Background: an optimization exercise with open tools, aiming at small area, a short achievable clock period and few clock cycles per item. Do not read the settings as production practice.
No activity file was given, so power comes from the tool's default toggle rates.

==> job 8797: inputs <==
==> flow/design.v <==
`timescale 1ns / 1ps
package tnmh_pkg;
  localparam int unsigned ValueW = 32;
  localparam int unsigned TimeW  = 64;
  localparam int unsigned EntryW = ValueW + TimeW;
endpackage
`timescale 1ns / 1ps
module tnmh_cell #(
  parameter int unsigned N = 32
) (
  input  logic [N-1:0] a,
  input  logic [N-1:0] b,
  output logic         lt,
  output logic         eq
);
  localparam int unsigned D = $clog2(N);
  localparam int unsigned P = 1 << D;
  logic [2*P-1:1] tl, te;
  for (genvar i = 0; i < P; i++) begin : g_leaf
    if (i < N) begin : g_bit
      assign tl[P+i] = !a[i] && b[i];
      assign te[P+i] = !(a[i] ^ b[i]);
    end else begin : g_pad
      assign tl[P+i] = 1'b0;
      assign te[P+i] = 1'b1;
    end
  end
  for (genvar n = 1; n < P; n++) begin : g_node
    assign tl[n] = tl[2*n+1] || (te[2*n+1] && tl[2*n]);
    assign te[n] = te[2*n+1] && te[2*n];
  end
  assign lt = tl[1];
  assign eq = te[1];
endmodule
`timescale 1ns / 1ps
module top_n_min_heap_tracker_top #(
  parameter int unsigned TOP_COUNT = 32
) (
  input  logic        clk,
  input  logic        rst_n,
  input  logic        in_valid,
  output logic        in_ready,
  input  logic [31:0] in_sample_value,
  input  logic [63:0] in_sample_time,
  output logic        out_valid,
  input  logic        out_ready,
  output logic        out_accepted,
  output logic [31:0] out_evicted_value,
  output logic [63:0] out_evicted_time,
  output logic [31:0] out_min_value,
  output logic [63:0] out_min_time
);
  localparam int unsigned W  = tnmh_pkg::EntryW;
  localparam int unsigned TW = tnmh_pkg::TimeW;
  localparam int unsigned NN = 32;
  logic [NN*W-1:0] nq;
  logic [NN:1]     nv;
  logic [15:1]     sel;    
  logic [NN*W-1:0] nwd;
  logic [NN:1]     nwe;
  logic [15:1]     sel_d;
  logic [15:1]     sel_we;
  logic [W-1:0] h_q;
  logic         h_v;
  logic [W-1:0] k_q;
  logic         k_v;
  logic         take;
  logic         h_load;
  logic [W-1:0] in_b;
  logic         o_v;
  logic         acc_q;
  logic [W-1:0] ev_q;
  logic [4:1]     tv;
  logic [4*4-1:0] tp;
  logic [4*W-1:0] ts;
  logic [4*W-1:0] tsib;
  logic [3*W-1:0] tl;
  logic [3*W-1:0] tr;
  logic [3:1]     tsp;
  logic [4:1]     ntv;
  logic [4*4-1:0] ntp;
  logic [4*W-1:0] nts;
  logic [4*W-1:0] ntsib;
  logic [3*W-1:0] ntl;
  logic [3*W-1:0] ntr;
  logic [3:1]     ntsp;
  logic [4*W-1:0] lx;
  logic [4:1]     lselw;
  logic fire;
  logic [W-1:0] root, r_l, r_r, r_c, r_o;
  logic         acc, r_sw;
  logic         acc_lt, acc_eq, r_lt, r_eq;
  assign root = nq[0 +: W];
  assign r_l  = nq[1*W +: W] & {W{nv[2]}};
  assign r_r  = nq[2*W +: W] & {W{nv[3]}};
  assign r_c  = sel[1] ? r_r : r_l;
  assign r_o  = sel[1] ? r_l : r_r;
  tnmh_cell #(.N(W-TW)) u_acc (.a(h_q[W-1:TW]), .b(root[W-1:TW]), .lt(acc_lt), .eq(acc_eq));
  tnmh_cell #(.N(W-TW)) u_rsw (.a(h_q[W-1:TW]), .b(r_c[W-1:TW]), .lt(r_lt), .eq(r_eq));
  assign acc  = !acc_lt;
  assign r_sw = acc && !r_lt;
  assign fire = h_v && (!o_v || out_ready) && (!acc || !tv[1]);
  assign nwe[1]        = fire && acc;
  assign nwd[0 +: W]   = r_sw ? r_c : h_q;
  assign ntv[1]        = fire && r_sw;
  assign ntp[0 +: 4]   = {3'b000, sel[1]};
  assign nts[0 +: W]   = h_q;
  assign ntsib[0 +: W] = r_o;
  for (genvar m = 1; m <= 3; m++) begin : g_pf
    localparam int unsigned B = 1 << m;
    logic [m-1:0] pm;
    logic [m:0]   fp;
    logic         fv;
    logic [W-1:0] rl, rr;
    logic         rs;
    assign pm = ntp[(m-1)*4 +: m];
    assign fp = tp[m*4 +: m+1];
    assign fv = tv[m+1];
    always_comb begin
      rl = '0;
      rr = '0;
      rs = 1'b0;
      for (int j = 0; j < B; j++) begin
        rl = rl | ({W{(pm == j) && nv[2*B + 2*j]}} & nq[(2*B + 2*j - 1)*W +: W]);
        rr = rr | ({W{(pm == j) && nv[2*B + 2*j + 1]}} & nq[(2*B + 2*j)*W +: W]);
        rs = rs | ((pm == j) && sel[B + j]);
      end
    end
    assign ntl[(m-1)*W +: W] = (fv && fp == {pm, 1'b0}) ? lx[m*W +: W] : rl;
    assign ntr[(m-1)*W +: W] = (fv && fp == {pm, 1'b1}) ? lx[m*W +: W] : rr;
    assign ntsp[m]           = (fv && fp[m:1] == pm) ? lselw[m+1] : rs;
  end
  for (genvar k = 1; k <= 3; k++) begin : g_lvl
    localparam int unsigned B = 1 << k;
    logic [k-1:0] pos;
    logic [W-1:0] s, sib, cl, cr, c, o, x;
    logic         sp, sw, left, sel_c, sel_s;
    logic         sw_lt, sw_eq, c_lt, c_eq, s_lt, s_eq;
    assign pos  = tp[(k-1)*4 +: k];
    assign left = !pos[0];
    assign s    = ts[(k-1)*W +: W];
    assign sib  = tsib[(k-1)*W +: W];
    assign cl   = tl[(k-1)*W +: W];
    assign cr   = tr[(k-1)*W +: W];
    assign sp   = tsp[k];
    assign c    = sp ? cr : cl;
    assign o    = sp ? cl : cr;
    tnmh_cell #(.N(W-TW)) u_sw (.a(s[W-1:TW]), .b(c[W-1:TW]), .lt(sw_lt), .eq(sw_eq));
    assign sw = !sw_lt;
    assign x  = sw ? c : s;
    tnmh_cell #(.N(W)) u_c (.a({c[W-1:TW], ~c[TW-1:0]}), .b({sib[W-1:TW], ~sib[TW-1:0]}),
                            .lt(c_lt), .eq(c_eq));
    tnmh_cell #(.N(W)) u_s (.a({s[W-1:TW], ~s[TW-1:0]}), .b({sib[W-1:TW], ~sib[TW-1:0]}),
                            .lt(s_lt), .eq(s_eq));
    assign sel_c = left ? !c_lt : (c_lt || c_eq);
    assign sel_s = left ? !s_lt : (s_lt || s_eq);
    assign lx[(k-1)*W +: W] = x;
    assign lselw[k]         = sw ? sel_c : sel_s;
    for (genvar j = 0; j < B; j++) begin : g_wr
      assign nwe[B + j]              = tv[k] && (pos == j);
      assign nwd[(B + j - 1)*W +: W] = x;
    end
    if (k == 1) begin : g_sel1
      assign sel_we[1] = tv[1];
      assign sel_d[1]  = lselw[1];
    end else begin : g_selk
      for (genvar j = 0; j < B/2; j++) begin : g_sel
        assign sel_we[B/2 + j] = tv[k] && (pos[k-1:(k>1?1:0)] == j);
        assign sel_d[B/2 + j]  = lselw[k];
      end
    end
    assign ntv[k+1]        = tv[k] && sw;
    assign ntp[k*4 +: 4]   = 4'({pos, sp});
    assign nts[k*W +: W]   = s;
    assign ntsib[k*W +: W] = o;
  end
  logic [3:0]   l4_pos;
  logic [W-1:0] l4_s, l4_sib, l4_c, l4_x;
  logic         l4_sw, l4_left, l4_sel_c, l4_sel_s;
  logic         l4_sw_lt, l4_sw_eq, l4_c_lt, l4_c_eq, l4_s_lt, l4_s_eq;
  assign l4_pos   = tp[12 +: 4];
  assign l4_left  = !l4_pos[0];
  assign l4_s     = ts[3*W +: W];
  assign l4_sib   = tsib[3*W +: W];
  assign l4_c     = nq[31*W +: W] & {W{nv[32]}};
  tnmh_cell #(.N(W-TW)) u_sw4 (.a(l4_s[W-1:TW]), .b(l4_c[W-1:TW]), .lt(l4_sw_lt), .eq(l4_sw_eq));
  assign l4_sw    = (l4_pos == 4'd0) && !l4_sw_lt;
  assign l4_x     = l4_sw ? l4_c : l4_s;
  tnmh_cell #(.N(W)) u_c4 (.a({l4_c[W-1:TW], ~l4_c[TW-1:0]}), .b({l4_sib[W-1:TW], ~l4_sib[TW-1:0]}),
                           .lt(l4_c_lt), .eq(l4_c_eq));
  tnmh_cell #(.N(W)) u_s4 (.a({l4_s[W-1:TW], ~l4_s[TW-1:0]}), .b({l4_sib[W-1:TW], ~l4_sib[TW-1:0]}),
                           .lt(l4_s_lt), .eq(l4_s_eq));
  assign l4_sel_c = !l4_c_lt;
  assign l4_sel_s = l4_left ? !l4_s_lt : (l4_s_lt || l4_s_eq);
  assign lx[3*W +: W] = l4_x;
  assign lselw[4]     = l4_sw ? l4_sel_c : l4_sel_s;
  for (genvar j = 0; j < 16; j++) begin : g_wr4
    assign nwe[16 + j]              = tv[4] && (l4_pos == j);
    assign nwd[(16 + j - 1)*W +: W] = l4_x;
  end
  for (genvar j = 0; j < 8; j++) begin : g_sel4
    assign sel_we[8 + j] = tv[4] && (l4_pos[3:1] == j);
    assign sel_d[8 + j]  = lselw[4];
  end
  assign nwe[32]        = tv[4] && l4_sw;
  assign nwd[31*W +: W] = l4_s;
  always_ff @(posedge clk) begin
    if (!rst_n) nq[0 +: W] <= '0;
    else if (nwe[1]) nq[0 +: W] <= nwd[0 +: W];
  end
  assign nv[1] = 1'b1;
  for (genvar n = 2; n <= NN; n++) begin : g_node
    always_ff @(posedge clk) begin
      if (nwe[n]) nq[(n-1)*W +: W] <= nwd[(n-1)*W +: W];
      if (!rst_n) nv[n] <= 1'b0;
      else if (nwe[n]) nv[n] <= 1'b1;
    end
  end
  for (genvar q = 1; q <= 15; q++) begin : g_selq
    always_ff @(posedge clk) begin
      if (!rst_n) sel[q] <= 1'b1;
      else if (sel_we[q]) sel[q] <= sel_d[q];
    end
  end
  always_ff @(posedge clk) begin
    if (!rst_n) begin
      h_v <= 1'b0;
      k_v <= 1'b0;
      o_v <= 1'b0;
      tv  <= '0;
    end else begin
      if (h_load) h_v <= k_v || take;
      if (h_load) k_v <= 1'b0;
      else if (take) k_v <= 1'b1;
      if (fire) o_v <= 1'b1;
      else if (out_ready) o_v <= 1'b0;
      tv <= ntv;
    end
    if (h_load) h_q <= k_v ? k_q : in_b;
    if (take && !h_load) k_q <= in_b;
    if (fire) begin
      acc_q <= acc;
      ev_q  <= acc ? {~root[W-1], root[W-2:0]} : '0;
    end
    tp   <= ntp;
    ts   <= nts;
    tsib <= ntsib;
    tl   <= ntl;
    tr   <= ntr;
    tsp  <= ntsp;
  end
  assign in_b              = {~in_sample_value[31], in_sample_value[30:0], in_sample_time};
  assign take              = in_valid && !k_v;
  assign h_load            = !h_v || fire;
  assign in_ready          = !k_v;
  assign out_valid         = o_v;
  assign out_accepted      = acc_q;
  assign out_evicted_value = ev_q[W-1:TW];
  assign out_evicted_time  = ev_q[TW-1:0];
  assign out_min_value     = {~root[W-1], root[W-2:TW]};
  assign out_min_time      = root[TW-1:0];
endmodule
==> flow/flow/run.sh <==
#!/bin/bash
set -euo pipefail
MARGIN=${MARGIN:-7}
sed -e "s/SETUP_SLACK_MARGIN=[0-9.-]*/SETUP_SLACK_MARGIN=${MARGIN}/" standard.sh > standard_margin.sh
bash standard_margin.sh > flow.log 2>&1
==> flow/standard.sh <==
#!/bin/bash
# synth_recipe.tcl (not shown) runs the flow's synth.tcl, then flattens the netlist and writes it again
# the make line also repeats each setting of config.mk as NAME=value (left out here)
make -C /OpenROAD-flow-scripts/flow DESIGN_CONFIG=/design/flow/config.mk WORK_HOME=/design/flow/orfs CLKGATE_MAP_FILE= SYNTH_SCRIPT=/design/flow/synth_recipe.tcl "${@:-finish}"
==> flow/config.mk <==
export PLATFORM = sky130hd
export DESIGN_NAME = top_n_min_heap_tracker_top
export DESIGN_NICKNAME = top_n_min_heap_tracker_top
export VERILOG_FILES = /design/flow/design.v
export SDC_FILE = /design/flow/constraint.sdc
export NUM_CORES = 4
export LEC_CHECK = 0
export ABC_CLOCK_PERIOD_IN_PS = 3000
export CAP_MARGIN = 20
export CORE_MARGIN = 2
export CORE_UTILIZATION = 40
export SETUP_SLACK_MARGIN = 5
export SLEW_MARGIN = 20
==> flow/constraint.sdc <==
create_clock -name core_clock -period 11.0 [get_ports {clk}]
set_input_delay 2.2000 -clock core_clock [delete_from_list [all_inputs] [get_ports {clk}]]
set_output_delay 2.2000 -clock core_clock [all_outputs]
set_load 0.01 [all_outputs]
==> job 5837 (differences from job 8797) <==
==> flow/design.v, changed modules only <==
module top_n_min_heap_tracker_top #(
  parameter int unsigned TOP_COUNT = 32
) (
  input  logic        clk,
  input  logic        rst_n,
  input  logic        in_valid,
  output logic        in_ready,
  input  logic [31:0] in_sample_value,
  input  logic [63:0] in_sample_time,
  output logic        out_valid,
  input  logic        out_ready,
  output logic        out_accepted,
  output logic [31:0] out_evicted_value,
  output logic [63:0] out_evicted_time,
  output logic [31:0] out_min_value,
  output logic [63:0] out_min_time
);
  localparam int unsigned W  = tnmh_pkg::EntryW;
  localparam int unsigned TW = tnmh_pkg::TimeW;
  localparam int unsigned NN = 32;
  logic [NN*W-1:0] nq;
  logic [NN:1]     nv;
  logic [NN*W-1:0] nwd;
  logic [NN:1]     nwe;
  logic [W-1:0] h_q;
  logic         h_v;
  logic [W-1:0] k_q;
  logic         k_v;
  logic         take;
  logic         h_load;
  logic [W-1:0] in_b;
  logic         o_v;
  logic         acc_q;
  logic [W-1:0] ev_q;
  logic [4:1]     tv;
  logic [4*4-1:0] tp;
  logic [4*W-1:0] ts;
  logic [4:1]     ntv;
  logic [4*4-1:0] ntp;
  logic [4*W-1:0] nts;
  logic fire;
  logic [W-1:0] root, r_l, r_r, r_c;
  logic         acc, r_sp, r_sw;
  logic         acc_lt, acc_eq, r_lt, r_eq, rc_lt, rc_eq;
  assign root = nq[0 +: W];
  assign r_l  = nq[1*W +: W] & {W{nv[2]}};
  assign r_r  = nq[2*W +: W] & {W{nv[3]}};
  tnmh_cell #(.N(W)) u_rc (.a({r_l[W-1:TW], ~r_l[TW-1:0]}), .b({r_r[W-1:TW], ~r_r[TW-1:0]}),
                           .lt(rc_lt), .eq(rc_eq));
  assign r_sp = !rc_lt;
  assign r_c  = r_sp ? r_r : r_l;
  tnmh_cell #(.N(W-TW)) u_acc (.a(h_q[W-1:TW]), .b(root[W-1:TW]), .lt(acc_lt), .eq(acc_eq));
  tnmh_cell #(.N(W-TW)) u_rsw (.a(h_q[W-1:TW]), .b(r_c[W-1:TW]), .lt(r_lt), .eq(r_eq));
  assign acc  = !acc_lt;
  assign r_sw = acc && !r_lt;
  assign fire = h_v && (!o_v || out_ready) && (!acc || !tv[1]);
  assign nwe[1]      = fire && acc;
  assign nwd[0 +: W] = r_sw ? r_c : h_q;
  assign ntv[1]      = fire && r_sw;
  assign ntp[0 +: 4] = {3'b000, r_sp};
  assign nts[0 +: W] = h_q;
  for (genvar k = 1; k <= 3; k++) begin : g_lvl
    localparam int unsigned B = 1 << k;
    logic [k-1:0] pos;
    logic [W-1:0] s, cl, cr, c, x;
    logic         sp, sw;
    logic         sw_lt, sw_eq, c_lt, c_eq;
    assign pos = tp[(k-1)*4 +: k];
    assign s   = ts[(k-1)*W +: W];
    always_comb begin
      cl = '0;
      cr = '0;
      for (int j = 0; j < B; j++) begin
        cl = cl | ({W{(pos == j) && nv[2*B + 2*j]}} & nq[(2*B + 2*j - 1)*W +: W]);
        cr = cr | ({W{(pos == j) && nv[2*B + 2*j + 1]}} & nq[(2*B + 2*j)*W +: W]);
      end
    end
    tnmh_cell #(.N(W)) u_c (.a({cl[W-1:TW], ~cl[TW-1:0]}), .b({cr[W-1:TW], ~cr[TW-1:0]}),
                            .lt(c_lt), .eq(c_eq));
    assign sp = !c_lt;
    assign c  = sp ? cr : cl;
    tnmh_cell #(.N(W-TW)) u_sw (.a(s[W-1:TW]), .b(c[W-1:TW]), .lt(sw_lt), .eq(sw_eq));
    assign sw = !sw_lt;
    assign x  = sw ? c : s;
    for (genvar j = 0; j < B; j++) begin : g_wr
      assign nwe[B + j]              = tv[k] && (pos == j);
      assign nwd[(B + j - 1)*W +: W] = x;
    end
    assign ntv[k+1]      = tv[k] && sw;
    assign ntp[k*4 +: 4] = 4'({pos, sp});
    assign nts[k*W +: W] = s;
  end
  logic [3:0]   l4_pos;
  logic [W-1:0] l4_s, l4_c, l4_x;
  logic         l4_sw, l4_sw_lt, l4_sw_eq;
  assign l4_pos = tp[12 +: 4];
  assign l4_s   = ts[3*W +: W];
  assign l4_c   = nq[31*W +: W] & {W{nv[32]}};
  tnmh_cell #(.N(W-TW)) u_sw4 (.a(l4_s[W-1:TW]), .b(l4_c[W-1:TW]), .lt(l4_sw_lt), .eq(l4_sw_eq));
  assign l4_sw  = (l4_pos == 4'd0) && !l4_sw_lt;
  assign l4_x   = l4_sw ? l4_c : l4_s;
  for (genvar j = 0; j < 16; j++) begin : g_wr4
    assign nwe[16 + j]              = tv[4] && (l4_pos == j);
    assign nwd[(16 + j - 1)*W +: W] = l4_x;
  end
  assign nwe[32]        = tv[4] && l4_sw;
  assign nwd[31*W +: W] = l4_s;
  always_ff @(posedge clk) begin
    if (!rst_n) nq[0 +: W] <= '0;
    else if (nwe[1]) nq[0 +: W] <= nwd[0 +: W];
  end
  assign nv[1] = 1'b1;
  for (genvar n = 2; n <= NN; n++) begin : g_node
    always_ff @(posedge clk) begin
      if (nwe[n]) nq[(n-1)*W +: W] <= nwd[(n-1)*W +: W];
      if (!rst_n) nv[n] <= 1'b0;
      else if (nwe[n]) nv[n] <= 1'b1;
    end
  end
  always_ff @(posedge clk) begin
    if (!rst_n) begin
      h_v <= 1'b0;
      k_v <= 1'b0;
      o_v <= 1'b0;
      tv  <= '0;
    end else begin
      if (h_load) h_v <= k_v || take;
      if (h_load) k_v <= 1'b0;
      else if (take) k_v <= 1'b1;
      if (fire) o_v <= 1'b1;
      else if (out_ready) o_v <= 1'b0;
      tv <= ntv;
    end
    if (h_load) h_q <= k_v ? k_q : in_b;
    if (take && !h_load) k_q <= in_b;
    if (fire) begin
      acc_q <= acc;
      ev_q  <= acc ? {~root[W-1], root[W-2:0]} : '0;
    end
    tp <= ntp;
    ts <= nts;
  end
  assign in_b              = {~in_sample_value[31], in_sample_value[30:0], in_sample_time};
  assign take              = in_valid && !k_v;
  assign h_load            = !h_v || fire;
  assign in_ready          = !k_v;
  assign out_valid         = o_v;
  assign out_accepted      = acc_q;
  assign out_evicted_value = ev_q[W-1:TW];
  assign out_evicted_time  = ev_q[TW-1:0];
  assign out_min_value     = {~root[W-1], root[W-2:TW]};
  assign out_min_time      = root[TW-1:0];
endmodule
==> flow/flow/run.sh (replaced) <==
#!/bin/bash
bash standard.sh > standard.log 2>&1
==> run notes <==
- Worst r2r path cells: 34
- Routed WL: 487000 µm
- Worst Setup EP: nq[1439]
- Detailed Route Iter0 Violations: 13600
- Status: complete, no violations
- Rel. slew slack: 21.1%
- Worst-path clk slew: 70 ps
- GRT Util Overall: between 20% and 30%
- Int Pwr: 0.0292 W
- Xor-xnor portion of the synthesized cell area: 0%
- Area occupied by multi-input gates: roughly 0.042 mm²
- Commonest non-fill, non-tap cells in the layout: edfxtp_1, a22oi_1, ha_1
- PD cells: 221 mW/mm²
- Non-Clock Inverter Count: 206
- Adder-cell share of the synthesized area: 4.72%
- Seq area share: 59.0%
- Flop2flop setup slack: 3610 ps
- Post-synth top cells: edfxtp_1, a22oi_1, ha_1
Source of the figures above: job 5837

==> run notes <==
- Worst-path clk slew: roughly 60 ps
- Post-synth top cells: edfxtp_1, dfxtp_1, a21oi_1
- Commonest non-fill, non-tap cells in the layout: edfxtp_1, dfxtp_1, a21oi_1
- Core area: 0.475 mm²
- Seq area share: approximately 58%
- Non-Clock Inverter Count: 860
- GRT Util Overall: between 20% and 30%
- Detailed Route Iter0 Violations: 13300
- Status: complete, no violations
- Routed WL: between 500000 and 600000 µm
- Xor-xnor portion of the synthesized cell area: 0.0276%
- Adder-cell share of the synthesized area: 6.25%
- Int Pwr: 0.0302 W
- Flop2flop setup slack: 6970 ps
- Worst Setup EP: nq[1719]
- Area occupied by multi-input gates: slightly below 0.06 mm²
- Worst r2r path cells: 14
Source of the figures above: job 8797

Function was not checked in any run of this note: the RTL went through the layout flow alone.

## what the ideal ports hide
The flow's constraints put no driver on any port. The routed layouts listed below were extracted and timed again, unchanged, in two steps.
Step 1, drivers: a clkbuf_16 drives clk and a buf_2 each remaining input, both assumed.
Step 2 moves the port delays by t, midway between the first and last clock arrival at a register: inputs arrive t later, outputs are due t later. That takes back most of the time a late clock gives input paths.
Slacks: ideal / step 1 / step 2; pairs: ideal / step 1.
| run | shift t [ns] | slack for setup (ns) | latest minus earliest clock arrival (ns) | worst slew at a driven data input, ns | pins driven straight from the clock port |
|---|---|---|---|---|---|
| job 8797 | 1.108 | 6.970 / 6.961 / 5.890 | 0.062 / 0.062 | 0.15 | 1 |
| job 5837 | 1.056 | 3.613 / 3.613 / 3.613 | 0.056 / 0.056 | 0.08 | 1 |
After both steps every run listed still meets setup and hold. The setup slack of job 8797, which loses most, moves by -0.009 ns with the drivers and by -1.080 ns with both steps.
